This design comes from an exercise in tuning for small area, a short achievable clock period and few clock cycles per item on the open sky130 flow, not from production work. In this exercise RTL edits were held to simulation tests only and were not proved equivalent to the original. Power figures rest on the tool's default switching activity, not on a simulated workload.

==> flow/config.mk <==
export PLATFORM = sky130hd
export DESIGN_NAME = ising_metropolis_spin_update
export DESIGN_NICKNAME = ising_metropolis_spin_update
export VERILOG_FILES = /design/flow/design.v
export SDC_FILE = /design/flow/constraint.sdc
export NUM_CORES = 4
export LEC_CHECK = 0
export ABC_CLOCK_PERIOD_IN_PS = 2500
export CAP_MARGIN = 20
export CORE_MARGIN = 2
export CORE_UTILIZATION = 55
export CTS_CLUSTER_DIAMETER = 90
export CTS_CLUSTER_SIZE = 25
export SETUP_SLACK_MARGIN = 5
export SLEW_MARGIN = 20
==> flow/constraint.sdc <==
create_clock -name core_clock -period 9.0 [get_ports {clk}]
set_input_delay 1.8000 -clock core_clock [delete_from_list [all_inputs] [get_ports {clk}]]
set_output_delay 1.8000 -clock core_clock [all_outputs]
set_load 0.01 [all_outputs]
==> flow/design.v <==
module ism_ram #(
  parameter int SIDE = 32,
  parameter int IW   = $clog2(SIDE),
  parameter int BW   = IW - 2
) (
  input  logic            clk,
  input  logic [SIDE-1:0] wr_row,     
  input  logic [SIDE-1:0] wr_col,     
  input  logic            wr_bit,     
  input  logic [1:0]      rd_rr,      
  input  logic [BW-1:0]   rd_rq,      
  input  logic [BW-1:0]   rd_r0,      
  input  logic [BW-1:0]   rd_r3,      
  input  logic [1:0]      rd_cr,      
  input  logic [BW-1:0]   rd_cq,
  input  logic [BW-1:0]   rd_c0,
  input  logic [BW-1:0]   rd_c3,
  output logic            rd_s,       
  output logic            rd_up,      
  output logic            rd_dn,      
  output logic            rd_lf,      
  output logic            rd_rt       
);
  localparam int NB = SIDE / 4;       
  logic [SIDE-1:0] mem [SIDE];
  always_ff @(posedge clk) begin
    for (int i = 0; i < SIDE; i++) begin
      for (int j = 0; j < SIDE; j++) begin
        if (wr_row[i] && wr_col[j]) mem[i][j] <= wr_bit;
      end
    end
  end
  logic [BW-1:0]   lrow [4];
  logic [BW-1:0]   lcol [4];
  logic [SIDE-1:0] rmask [4];         
  logic [SIDE-1:0] cmask [4];         
  always_comb begin
    lrow[0] = rd_r0;
    lrow[1] = rd_rq;
    lrow[2] = rd_rq;
    lrow[3] = rd_r3;
    lcol[0] = rd_c0;
    lcol[1] = rd_cq;
    lcol[2] = rd_cq;
    lcol[3] = rd_c3;
    for (int a = 0; a < 4; a++) begin
      for (int i = 0; i < SIDE; i++) begin
        rmask[a][i] = (i % 4 == a) && (lrow[a] == BW'(i / 4));
        cmask[a][i] = (i % 4 == a) && (lcol[a] == BW'(i / 4));
      end
    end
  end
  logic [SIDE-1:0] colbits [4];       
  logic [3:0]      bank [4];          
  always_comb begin
    for (int b = 0; b < 4; b++) begin
      for (int i = 0; i < SIDE; i++) begin
        colbits[b][i] = |(mem[i] & cmask[b]);
      end
    end
    for (int a = 0; a < 4; a++) begin
      for (int b = 0; b < 4; b++) begin
        bank[a][b] = |(colbits[b] & rmask[a]);
      end
    end
  end
  logic [1:0] rm, rp, cm, cp;
  logic [3:0] at_c, at_cm, at_cp;     
  assign rm = rd_rr - 2'd1;
  assign rp = rd_rr + 2'd1;
  assign cm = rd_cr - 2'd1;
  assign cp = rd_cr + 2'd1;
  always_comb begin
    for (int a = 0; a < 4; a++) begin
      at_c[a]  = bank[a][rd_cr];
      at_cm[a] = bank[a][cm];
      at_cp[a] = bank[a][cp];
    end
  end
  assign rd_s  = at_c[rd_rr];
  assign rd_up = at_c[rm];
  assign rd_dn = at_c[rp];
  assign rd_lf = at_cm[rd_rr];
  assign rd_rt = at_cp[rd_rr];
endmodule
module ism_site_eval (
  input  logic       s,            
  input  logic       nb_up,
  input  logic       nb_dn,
  input  logic       nb_lf,
  input  logic       nb_rt,
  input  logic [1:0] op,           
  input  logic       spin_value,
  input  logic       lt_four,      
  input  logic       lt_eight,     
  output logic       accepted,
  output logic       flip,
  output logic       new_spin,
  output logic [3:0] bond
);
  logic [3:0] x;      
  logic       any, two;
  logic       acc;
  always_comb begin
    x   = {nb_up, nb_dn, nb_lf, nb_rt} ^ {4{s}};
    any = |x;
    two = (x[0] & x[1]) | (x[0] & x[2]) | (x[0] & x[3]) |
          (x[1] & x[2]) | (x[1] & x[3]) | (x[2] & x[3]);
    acc = two || (any && lt_four) || (!any && lt_eight);
    case (op)
      2'd0:    flip = (s != spin_value);
      2'd1:    flip = acc;
      default: flip = 1'b0;
    endcase
    accepted = (op == 2'd1) && acc;
    new_spin = s ^ flip;
    bond     = {1'b0, 3'(x[0]) + 3'(x[1]) + 3'(x[2]) + 3'(x[3])} * 4'd2 - 4'd4;
  end
endmodule
module ising_metropolis_spin_update #(
  parameter int SIDE      = 32,
  parameter int PROB_BITS = 16
) (
  input  logic        clk,
  input  logic        rst_n,
  input  logic        in_tvalid,
  output logic        in_tready,
  input  logic [31:0] in_tdata,    
  input  logic [1:0]  in_tuser,    
  output logic        out_tvalid,
  input  logic        out_tready,
  output logic [39:0] out_tdata,   
  input  logic        cfg_we,
  input  logic        cfg_index,
  input  logic [15:0] cfg_wdata
);
  localparam int IW       = $clog2(SIDE);
  localparam int BW       = IW - 2;        
  localparam int ENERGY_W = 15;
  localparam int MAG_W    = 14;
  localparam int E_RST    = -2 * SIDE * SIDE;
  localparam int M_RST    = SIDE * SIDE;
  localparam int QD       = 4;             
  localparam int CAP      = QD + 1;        
  logic       clr_r;                       
  logic       in_rdy_r;
  logic [2:0] outst_r, outst_nxt;          
  logic       in_hs, out_hs;
  assign in_hs  = in_tvalid && in_rdy_r;
  assign out_hs = out_tvalid && out_tready;
  always_comb begin
    outst_nxt = outst_r;
    case ({in_hs, out_hs})
      2'b10:   outst_nxt = outst_r + 3'd1;
      2'b01:   outst_nxt = outst_r - 3'd1;
      default: outst_nxt = outst_r;
    endcase
  end
  always_ff @(posedge clk) begin
    if (!rst_n) begin
      clr_r    <= 1'b1;
      in_rdy_r <= 1'b0;
      outst_r  <= '0;
    end else begin
      clr_r    <= 1'b0;
      in_rdy_r <= (outst_nxt < 3'(CAP));
      outst_r  <= outst_nxt;
    end
  end
  assign in_tready = in_rdy_r;
  logic [15:0] prob_four_r, prob_eight_r;
  always_ff @(posedge clk) begin
    if (!rst_n) begin
      prob_four_r  <= '0;
      prob_eight_r <= '0;
    end else if (cfg_we) begin
      if (cfg_index) prob_eight_r <= cfg_wdata;
      else           prob_four_r  <= cfg_wdata;
    end
  end
  logic          v1;
  logic [IW-1:0] r1, c1;
  logic [1:0]    op1;
  logic          spin1;
  logic          lt4_1, lt8_1;             
  logic [BW-1:0]   r0_1, r3_1, c0_1, c3_1;   
  logic          eq_s1, eq_lf1, eq_rt1, eq_up1, eq_dn1;    
  logic          eq2_s1, eq2_lf1, eq2_rt1, eq2_up1, eq2_dn1;  
  logic [IW-1:0] r2, c2;
  logic [IW-1:0] r_in, c_in;
  logic [BW-1:0] rq_in, cq_in;
  logic [1:0]    rr_in, cr_in;
  assign r_in  = in_tdata[IW-1:0];
  assign c_in  = in_tdata[6 +: IW];
  assign rq_in = r_in[IW-1:2];
  assign rr_in = r_in[1:0];
  assign cq_in = c_in[IW-1:2];
  assign cr_in = c_in[1:0];
  always_ff @(posedge clk) begin
    v1    <= rst_n && in_hs;
    r1    <= r_in;
    c1    <= c_in;
    r0_1  <= rq_in + BW'(rr_in == 2'd3);
    r3_1  <= rq_in - BW'(rr_in == 2'd0);
    c0_1  <= cq_in + BW'(cr_in == 2'd3);
    c3_1  <= cq_in - BW'(cr_in == 2'd0);
    eq_s1  <= (r_in == r1) && (c_in == c1);
    eq_lf1 <= (r_in == r1) && (c_in - IW'(1) == c1);
    eq_rt1 <= (r_in == r1) && (c_in + IW'(1) == c1);
    eq_up1 <= (r_in - IW'(1) == r1) && (c_in == c1);
    eq_dn1 <= (r_in + IW'(1) == r1) && (c_in == c1);
    eq2_s1  <= (r_in == r2) && (c_in == c2);
    eq2_lf1 <= (r_in == r2) && (c_in - IW'(1) == c2);
    eq2_rt1 <= (r_in == r2) && (c_in + IW'(1) == c2);
    eq2_up1 <= (r_in - IW'(1) == r2) && (c_in == c2);
    eq2_dn1 <= (r_in + IW'(1) == r2) && (c_in == c2);
    spin1 <= in_tdata[12];
    lt4_1 <= in_tdata[28:13] < prob_four_r;
    lt8_1 <= in_tdata[28:13] < prob_eight_r;
    op1   <= in_tuser;
  end
  logic          v2;
  logic [1:0]    op2;
  logic          spin2;
  logic          lt4_2, lt8_2;
  logic          s2, up2, dn2, lf2, rt2;
  logic [SIDE-1:0] wr_row, wr_col;
  logic            wr_bit;
  logic            rd_s, rd_up, rd_dn, rd_lf, rd_rt;
  logic            ev_acc, ev_flip, ev_ns;
  logic [3:0]      ev_bond;
  logic            wr_go;
  ism_ram #(.SIDE(SIDE)) u_lat (
    .clk    (clk),
    .wr_row (wr_row),
    .wr_col (wr_col),
    .wr_bit (wr_bit),
    .rd_rr  (r1[1:0]),
    .rd_rq  (r1[IW-1:2]),
    .rd_r0  (r0_1),
    .rd_r3  (r3_1),
    .rd_cr  (c1[1:0]),
    .rd_cq  (c1[IW-1:2]),
    .rd_c0  (c0_1),
    .rd_c3  (c3_1),
    .rd_s   (rd_s),
    .rd_up  (rd_up),
    .rd_dn  (rd_dn),
    .rd_lf  (rd_lf),
    .rd_rt  (rd_rt)
  );
  logic          w3, ns3;
  logic [IW-1:0] r3, c3;
  assign wr_go = v2 && ev_flip;
  always_ff @(posedge clk) begin
    w3  <= rst_n && wr_go;
    r3  <= r2;
    c3  <= c2;
    ns3 <= ev_ns;
  end
  logic s_f, lf_f, rt_f, up_f, dn_f;
  always_comb begin
    s_f  = (wr_go && eq_s1)  ? ev_ns : (w3 && eq2_s1)  ? ns3 : rd_s;
    lf_f = (wr_go && eq_lf1) ? ev_ns : (w3 && eq2_lf1) ? ns3 : rd_lf;
    rt_f = (wr_go && eq_rt1) ? ev_ns : (w3 && eq2_rt1) ? ns3 : rd_rt;
    up_f = (wr_go && eq_up1) ? ev_ns : (w3 && eq2_up1) ? ns3 : rd_up;
    dn_f = (wr_go && eq_dn1) ? ev_ns : (w3 && eq2_dn1) ? ns3 : rd_dn;
  end
  always_ff @(posedge clk) begin
    v2    <= rst_n && v1;
    r2    <= r1;
    c2    <= c1;
    op2   <= op1;
    spin2 <= spin1;
    lt4_2 <= lt4_1;
    lt8_2 <= lt8_1;
    s2    <= s_f;
    lf2   <= lf_f;
    rt2   <= rt_f;
    up2   <= up_f;
    dn2   <= dn_f;
  end
  ism_site_eval u_eval (
    .s          (s2),
    .nb_up      (up2),
    .nb_dn      (dn2),
    .nb_lf      (lf2),
    .nb_rt      (rt2),
    .op         (op2),
    .spin_value (spin2),
    .lt_four    (lt4_2),
    .lt_eight   (lt8_2),
    .accepted   (ev_acc),
    .flip       (ev_flip),
    .new_spin   (ev_ns),
    .bond       (ev_bond)
  );
  always_comb begin
    wr_bit = clr_r || ns3;
    for (int j = 0; j < SIDE; j++) begin
      wr_row[j] = clr_r || (w3 && (r3 == IW'(j)));
      wr_col[j] = clr_r || (c3 == IW'(j));
    end
  end
  localparam int EW = 7;
  logic [EW-1:0]     q_mem [QD];
  logic [1:0]        q_wp, q_rp;
  logic [2:0]        q_cnt;
  logic              q_push, q_pop;
  logic [EW-1:0]     q_head;
  assign q_push = v2;
  assign q_head = q_mem[q_rp];
  always_ff @(posedge clk) begin
    if (q_push) q_mem[q_wp] <= {ev_flip, ev_ns, ev_bond, ev_acc};
  end
  always_ff @(posedge clk) begin
    if (!rst_n) begin
      q_wp  <= '0;
      q_rp  <= '0;
      q_cnt <= '0;
    end else begin
      if (q_push) q_wp <= q_wp + 2'd1;
      if (q_pop)  q_rp <= q_rp + 2'd1;
      q_cnt <= q_cnt + 3'(q_push) - 3'(q_pop);
    end
  end
  logic                out_valid_r;
  logic [ENERGY_W-1:0] energy_r, energy_nxt;
  logic [MAG_W-1:0]    magnet_r, magnet_nxt;
  logic [10:0]         item_r;
  logic                h_flip, h_ns, h_acc;
  logic [3:0]          h_bond;
  logic [4:0]          h_de;
  assign {h_flip, h_ns, h_bond, h_acc} = q_head;
  assign h_de  = 5'd0 - {h_bond, 1'b0};    
  assign q_pop = (q_cnt != 3'd0) && (!out_valid_r || out_tready);
  always_comb begin
    energy_nxt = energy_r;
    magnet_nxt = magnet_r;
    if (h_flip) begin
      energy_nxt = energy_r + {{(ENERGY_W - 5){h_de[4]}}, h_de};
      magnet_nxt = h_ns ? magnet_r + MAG_W'(2) : magnet_r - MAG_W'(2);
    end
  end
  always_ff @(posedge clk) begin
    if (!rst_n) begin
      out_valid_r <= 1'b0;
      energy_r    <= E_RST[ENERGY_W-1:0];
      magnet_r    <= M_RST[MAG_W-1:0];
    end else begin
      if (q_pop) begin
        out_valid_r <= 1'b1;
        energy_r    <= energy_nxt;
        magnet_r    <= magnet_nxt;
      end else if (out_tready) begin
        out_valid_r <= 1'b0;
      end
    end
  end
  always_ff @(posedge clk) begin
    if (q_pop) item_r <= {h_ns, h_de, h_bond, h_acc};
  end
  assign out_tvalid = out_valid_r;
  assign out_tdata  = {magnet_r, energy_r, item_r};
endmodule
==> flow/flow/run.sh <==
#!/bin/bash
set -euo pipefail
bash standard.sh SETUP_SLACK_MARGIN=6 finish > standard_make.log 2>&1
==> flow/standard.sh <==
#!/bin/bash
# synth_recipe.tcl (not shown) runs the flow's synth.tcl, then flattens the netlist and writes it again
# the make line also repeats each setting of config.mk as NAME=value (left out here)
make -C /OpenROAD-flow-scripts/flow DESIGN_CONFIG=/design/flow/config.mk WORK_HOME=/design/flow/orfs CLKGATE_MAP_FILE= SYNTH_SCRIPT=/design/flow/synth_recipe.tcl "${@:-finish}"
==> results of run 1 <==
==> metal layers <==
metal  vias up  global-route usage [%]
met2      1543                    47.4
met3       202                    2.76
met5         -                       0
met4         0                    10.1
met1     18300                    45.2
li1      15600                       -
==> cells by family (layout without fill, tap and decap cells) <==
kind of cell	count (synthesis)	count (layout)	share of synthesized area, %
fa+ha+maj	81	81	1.96
buf+inv	446	566	3.41
flops	1199	1199	64.5
mux	307	307	8.88
simple gates	1557	1557	12.3
other cells	1	7	0.00700
xor+xnor	87	87	1.42
compound gates	572	572	7.50
==> cell type report <==
cell class	count	area (um^2)
inverters	82	340
well taps	1276	1600
diodes	1	2.50
repair buffers	393	4470
clock inverters	8	105
fillers	7398	34900
clock buffers	83	1530
flip-flops and latches	1199	34700
multi-input cells	2610	19000
==> worst register-to-register path, delay by kind of cell (launching register included) <==
kind	cells	cell delay, ns
compound gates	5	1.23
mux	3	1.12
buf+inv	1	0.21
flops	1	0.41
simple gates	1	0.27
==> stage by stage <==
stage	power, mW	setup slack, ns	hold WS, ns	util, %	cells
after floorplan	9.44	3.38	0.310	-	4255
after global placement	10.3	4.30	0.315	58.1	5349
after detailed placement	10.3	4.23	0.314	58.2	5350
after CTS	13.8	5.69	0.339	62.8	5605
after global routing	14.6	5.62	0.353	63.9	5652
final	14.1	5.66	0.336	63.9	5652
==> flip-flops by register name, indices dropped and copies added (netlist names), 2 cells and up, named ones only <==
name,cells
prob_four_r,16
prob_eight_r,16
outst_r,3
item_r,7
q_cnt,3
r2,5
r1,5
c3,5
r3_1,3
op2,2
q_mem,24
energy_r,13
r0_1,3
magnet_r,13
op1,2
c1,5
c2,5
q_rp,2
c0_1,3
u_lat.mem,1024
c3_1,3
r3,5
q_wp,2
==> what timing repair did <==
action,in CTS,in global routing
gates resized for setup,402,108
setup buffers,146,35
cloned,18,5
endpoints found under the setup margin,829,271
hold endpoints to repair,0,0
pin swaps,55,60
==> cells in the mapped netlist (all sizes together) (8+ instances only) <==
library cell  count
or3               9
ha               76
clkbuf          270
xnor2            50
nor2b            39
xor2             37
nor2           1099
nor3             28
nor3b            11
a221oi           43
mux4            127
dfxtp           144
o21ai            28
nand3b            8
o21bai            9
o211ai           17
o22a             10
nor4             14
buf              94
nand2b           23
o2bb2ai          13
o22ai            35
and3b             8
and3             28
nand2           177
a32oi            12
and2             19
nand3            51
mux2i           110
a221o            34
a31oi            31
a22oi            62
a211oi           19
edfxtp         1055
a22o             21
inv              79
nand4            11
a21o             24
a21oi           162
mux2             70
==> final timing paths <==
path / from / to / depth (start not counted)
hold / removal: op1[1] / op2[1] / 0
hold reg to reg: op1[1] / op2[1] / 0
setup reg to reg: c3_1[0] / s2 / 10
setup / recovery: c3_1[0] / s2 / 10
==> power by group <==
group          total, mW  internal (mW)  switching (mW)
sequential          7.35           7.11           0.241
clock               2.99           1.24            1.75
combinational       3.74           1.63            2.10
total               14.1           9.98            4.09
==> flow_summary_export.csv, run 1 <==
group,metric,value,unit
placed_design,portBuffers,86,
sta,max_slew_margin,22.8,%
placed_design,finalWeightedCongestion,0.839,
placed_design,hpwl,85.3,mm
yosys,synth_async_sr_flop_share,0,%
detailed_routing,drt-initial-drc-count,4723,
sta,timing.final.crit_period,3.34,ns
final_layout,area_delta_synth_final,15.2,%
worst_setup_path,cpMaxStageDelayCell,"mux4_2",
clock_tree,ctsHtreeMaxLevel,2,
global_route,grt_pass1_vias,33500,
worst_setup_path,crit_chain,"clkbuf_16 -> and2_2 -> a221oi_1 -> o21ai_1 -> a211oi_1 -> o2111ai_2 -> mux2_4 -> mux4_2 -> mux2i_4 -> a31oi_1",
sta,finalSetupViolations,0,
yosys,netlist_area,0.0536,mm^2
die,core.rowCount,114,
worst_setup_path,crit_path_start_kind,"register",
worst_setup_path,end_kind,"register",
worst_setup_path,cp.required,9.59,ns
die,core,0.0966,mm^2
detailed_routing,route.met3.wl,12.9,mm
detailed_routing,final_antenna_net_count,0,
job,drv_cap,0,
power,ir_worst_vdd,0.000207,V
yosys,yosysWarnings,10,
clock_tree,clockRootBuffer,"clkbuf_16",
power,leakage,21.5,nW
sta,max_freq,0.299,GHz
global_route,grt_usage,30.3,%
worst_setup_path,slowest_delay,0.53,ns
clock_tree,ctsHoldBuffers,0,
yosys,syn-mean-instance-area,12.6,um^2
sta,finalHoldViolCount,0,
yosys,ys_seq_area_share,64.5,%
die,die_h,316,um
global_route,grt.overflow.total,0,
yosys,synthFlopType,"edfxtp_1",
sta,finalCritPeriodShare,37.1,%
detailed_routing,first_pass_iters,6,
final_layout,final_cell_area,0.0617,mm^2
clock_tree,cts_tree,"yes",
detailed_routing,route.met2.wl,70.2,mm
min_path,hp-class,"register to register",
detailed_routing,routed_wl,154,mm
placed_design,postPlaceCellArea,0.0562,mm^2
detailed_routing,vias,35600,
sta,finalClockSkew,0.0147,ns
global_route,grt_start_max_net_pins,227,
yosys,synth_area_leader_cell,"edfxtp_1",
sta,rsz0062_at_grt,"true",
final_layout,drive_above_1_share,20.8,%
final_layout,fin_nets,4478,
outcome,status,"no timing/DRC/antenna violations",
detailed_routing,drc,0,
sta,finalMaxSlewViolations,0,
final_layout,final_common_cell,"nor2_1",
yosys,synth_top_area_share,59.2,%
global_route,grt_pass1_wl,222,mm
final_layout,layout_common_cells,"nor2_1, edfxtp_1, buf_4",
die,design.die.area,0.0999,mm^2
worst_setup_path,cp_max_fo,10,
power,power.density,228,mW/mm^2
sta,fin_setup_tns,0,ns
yosys,synth_edf_count,1055,
detailed_routing,top_layer,"met4",
worst_setup_path,r2r_slack,5.66,ns
die,start_util,55.5,%
detailed_routing,post_drt_wl_per_cell,27.2,um
clock_tree,clk_latency,0.70,ns
clock_tree,cts_buffers,55,
worst_setup_path,critical_path_class,"register to register",
yosys,synth_cells,4250,
yosys,synth-seq-cells,1199,
clock_tree,clk_pin_slew,0.10,ns
yosys,synthDistinctLibCells,85,
clock_tree,cts_sinks,1199,
die,ios,98,
global_route,antenna_found_initial,3,
sta,worstMarginPinSlew,1.16,ns
detailed_routing,drt-met1-wl,65.4,mm
clock_tree,clockBufferDepth,3,
detailed_routing,vias_per_cell,6.30,
worst_setup_path,critPathTopFamily,"compound AO/OA/AOI/OAI gates",
die,die_w,316,um
yosys,synth_area_leaders,"edfxtp_1, nor2_1, dfxtp_1",
worst_setup_path,worstPathArrival,3.93,ns
worst_setup_path,worst-path-buf-inv,1,
Testbench counts, summed over its fixed seeds: cycles 12,032, items 12,000.
==> run 2: changes to the inputs <==
==> flow/run.sh (new file) <==
#!/bin/bash
# synth_recipe.tcl (not shown) runs the flow's synth.tcl, then flattens the netlist and writes it again
# the make line also repeats each setting of config.mk as NAME=value (left out here)
make -C /OpenROAD-flow-scripts/flow DESIGN_CONFIG=/design/flow/config.mk WORK_HOME=/design/flow/orfs CLKGATE_MAP_FILE= SYNTH_SCRIPT=/design/flow/synth_recipe.tcl finish
removed: flow/flow/run.sh
removed: flow/standard.sh
==> run 2 against run 1 <==
  * Wire length down 1.2%
  * Utilization down 3.3 points
  * Clock skew up 0.032 ns
  * Combinational power down 24%
  * Sequential power about the same
  * Power down 6.4%
  * Fmax down 15%
  * Cell area down 5.2%
  * Die area unchanged
  * Critical path depth up 1
  * Flip-flop and latch count unchanged
  * Critical endpoint is now rt2
==> flow_summary_export.csv, run 2 <==
group,metric,value,unit
outcome,status,"no timing/DRC/antenna violations",
yosys,synth_edf_count,1055,
sta,fin_setup_tns,0,ns
yosys,synthFlopType,"edfxtp_1",
clock_tree,cts_sinks,1199,
sta,layout_setup_ws,5.06,ns
sta,timing.final.crit_period,3.94,ns
global_route,busiest_layer,"met2",
placed_design,finalWeightedCongestion,0.859,
placed_design,postPlaceCellArea,0.0562,mm^2
worst_setup_path,r2r_slack,5.06,ns
clock_tree,clk_latency,0.73,ns
worst_setup_path,slowest_delay,0.45,ns
yosys,ys_seq_area_share,64.5,%
detailed_routing,vias_per_cell,6.30,
yosys,synth_async_sr_flop_share,0,%
final_layout,area_delta_synth_final,9.20,%
clock_tree,cts_buffers,55,
die,die_h,316,um
worst_setup_path,critPathTopFamily,"compound AO/OA/AOI/OAI gates",
global_route,grt.overflow.total,0,
final_layout,final_cell_area,0.0585,mm^2
detailed_routing,post_drt_wl_per_cell,27.7,um
sta,finalMaxSlewViolations,0,
yosys,synthSimpleGateAreaFrac,12.3,%
min_path,hold_depth,0,
final_layout,largest_registers,"u_lat.mem: 1024 flops, q_mem: 24 flops",
yosys,yosysWarnings,10,
die,design.die.area,0.0999,mm^2
worst_setup_path,cpMaxStageDelayCell,"o41a_1",
clock_tree,clockBufferDepth,3,
final_layout,multi_input_area,0.0180,mm^2
yosys,synth_top_area_share,59.2,%
yosys,synth_top_family_by_area,"simple AND/OR/NAND/NOR gates",
die,ios,98,
final_layout,layout_common_cells,"nor2_1, edfxtp_1, nand2_1",
power,pwr-share-clk,22.4,%
yosys,netlist_area,0.0536,mm^2
worst_setup_path,cp_max_fo,101,
clock_tree,ctsHtreeMaxLevel,2,
final_layout,fill_cells,7842,
worst_setup_path,critical_path_class,"register to register",
yosys,yosys-mux-area-fraction,8.88,%
sta,rsz0062_at_grt,"true",
worst_setup_path,worst-path-buf-inv,2,
power,power,13.2,mW
worst_setup_path,worstPathArrival,4.53,ns
sta,finalSetupViolations,0,
die,core.rowCount,114,
final_layout,final_common_cell,"nor2_1",
yosys,synth_most_common_cell,"nor2_1",
worst_setup_path,cp.required,9.59,ns
sta,finalHoldViolCount,0,
global_route,grt_pass1_wl,219,mm
final_layout,largest_register,"u_lat.mem",
detailed_routing,final_antenna_net_count,0,
global_route,grt.met3_usage,4.66,%
die,core,0.0966,mm^2
power,seqPwrFrac,55.9,%
yosys,synth_area_leader_cell,"edfxtp_1",
detailed_routing,drt-initial-drc-count,3974,
worst_setup_path,rr_endpoint,"rt2",
global_route,use_met1,41.9,%
die,die_w,316,um
worst_setup_path,r2r_start,"c1[4]",
global_route,antenna_found_initial,7,
detailed_routing,routed_wl,152,mm
yosys,synthAdderAreaFrac,1.96,%
job,drv_cap,0,
power,power.density,225,mW/mm^2
yosys,synth_area_leaders,"edfxtp_1, nor2_1, dfxtp_1",
power,power.share.switching,28.7,%
clock_tree,cts_tree,"yes",
final_layout,drive_above_1_share,12.8,%
final_layout,regArea,0.0346,mm^2
clock_tree,clk_pin_slew,0.09,ns
sta,max_freq,0.254,GHz
yosys,ys_top_cells_by_count,"nor2_1, edfxtp_1, clkbuf_1",
sta,worstMarginPinSlew,1.13,ns
placed_design,place_ws,4.23,ns
yosys,synth-compound-area-share,7.50,%
worst_setup_path,crit_chain,"buf_16 -> nor2b_2 -> buf_4 -> a221o_1 -> a22oi_1 -> o32ai_2 -> o41a_1 -> a21boi_0 -> nor4_2 -> mux2i_1 -> a31o_1",
final_layout,fin_nets,4328,
detailed_routing,first_pass_iters,6,
min_path,min_to,"op2[0]",
placed_design,hpwl,87.6,mm
yosys,synth-xor-area-share,1.42,%
power,ir_worst_vdd,0.000265,V
placed_design,portBuffers,86,
power,power_switching,3.78,mW
yosys,synth-seq-cells,1199,
sta,max_slew_margin,24.2,%
sta,finalCritPeriodShare,43.8,%
min_path,hold_start,"op1[0]",
global_route,grt_pass1_vias,32600,
detailed_routing,vias,34600,
worst_setup_path,end_kind,"register",
global_route,use_met2,49.6,%
yosys,synth_cells,4250,
die,start_util,55.5,%
yosys,syn-mean-instance-area,12.6,um^2
power,p_comb_share,21.7,%
yosys,synthDistinctLibCells,85,
clock_tree,clockRootBuffer,"clkbuf_16",
global_route,grt_usage,30.2,%
worst_setup_path,worstRegToRegCells,11,
worst_setup_path,crit_path_start_kind,"register",
sta,finalClockSkew,0.0469,ns
worst_setup_path,cp.depth,11,
power,power.internal,9.39,mW
final_layout,largest_reg_flops,1024,
min_path,hp-class,"register to register",
detailed_routing,drc,0,
power,leakage,19.9,nW
global_route,grt_start_max_net_pins,237,
[run 2: cell counts after synthesis]
No cell type changed its count.
[run 2: layer usage]
metal / part of all wire (%) / wire, um / vias up
li1: - / - / 15300
met1: 41 / 62000 / 17800
met2: 48 / 72700 / 1385
met3: 8.0 / 12200 / 206
met4: 3.3 / 5040 / 0
met5: 0 / 0 / -
[run 2: worst max path at each step]
stage          startpoint              end  slack [ns]
3_5_place_dp        c1[3]              dn2        4.23
3_3_place_gp        c1[3]              dn2        4.28
6_report            c1[4]              rt2        5.06
5_1_grt           c3_1[1]              dn2        4.99
4_1_cts             c1[2]              lf2        5.01
2_1_floorplan       clr_r  u_lat.mem[0][0]        3.38
[run 2: layout make-up]
| cell class | instances | area share (%) |
|---|---|---|
| Sequential cell | 1199 | 59.2 |
| Multi-Input combinational cell | 2610 | 30.8 |
| Timing Repair Buffer | 243 | 4.05 |
| Tap cell | 1276 | 2.73 |
| Clock buffer | 72 | 2.52 |
| Inverter | 82 | 0.552 |
| Clock inverter | 10 | 0.190 |
| Antenna cell | 1 | 0.00428 |
[run 2: metrics by stage]
step | instances | hold slack (ns) | util [%]
floorplan | 4255 | 0.310 | -
global placement | 5366 | 0.311 | 58.2
detailed placement | 5368 | 0.314 | 58.2
CTS | 5462 | 0.338 | 60.2
global route | 5493 | 0.342 | 60.6
finish | 5493 | 0.335 | 60.6
[run 2: kinds of logic after synthesis]
family | Yosys count
muxes | 307
adders and majority gates | 81
DFF | 1199
and+or+nand+nor | 1557
buffers and inverters | 446
xor gates and xnor gates | 87
AOI/OAI and AO/OA | 572
other | 1
[run 2: repair_timing]
| action | 4_1_cts | 5_1_grt |
|---|---|---|
| setup buffers | 12 | 28 |
| setup endpoints to repair | 6 | 8 |
| pin swaps | 1 | 0 |
| gates resized for setup | 23 | 16 |
| hold endpoints to repair | 0 | 0 |
| hold buffers | 0 | 0 |
[run 2: power by group through the flow]
stage	clock network [mW]	logic, mW	registers, mW
3_5_place_dp	0	2.77	7.51
5_1_grt	3.15	3.13	7.42
3_3_place_gp	0	2.74	7.48
6_report	2.96	2.86	7.36
2_1_floorplan	0	1.85	7.50
4_1_cts	3.00	2.82	7.37
[run 2: worst reg2reg max path: cells and delay by family, from the launching register on]
kind | cells | cell delay (ns)
AO/OA/AOI/OAI | 6 | 1.88
buffers and inverters | 2 | 0.42
flip-flops | 1 | 0.37
multiplexers | 1 | 0.22
AND/OR/NAND/NOR | 2 | 0.95

## re-timing with driven ports
The results above use ideal ports. As a check the final layouts listed here were re-extracted and re-timed, cells and wires unchanged. Step 1 sets driving cells, clkbuf_16 on the clock port and buf_2 on the other inputs (assumed; they add their load-dependent delay and slew). Step 2 times the ports against the registers' clock, not the clock port: input delays grow and output delays shrink by t, the midpoint of the rising clock arrivals with the driver on. Three values: ideal, step 1, step 2; two values: the first two.
run	shift t [ns]	slack for setup (ns)	worst hold slack (ns)
run 1	0.758	5.659 / 5.659 / 5.357	0.336 / 0.336 / 0.336
run 2	0.784	5.057 / 5.057 / 4.719	0.335 / 0.335 / 0.335
After both steps every run listed still meets setup and hold. For run 2, which loses most, drivers alone change the setup slack by 0.000 ns; drivers and shift together by -0.338 ns.
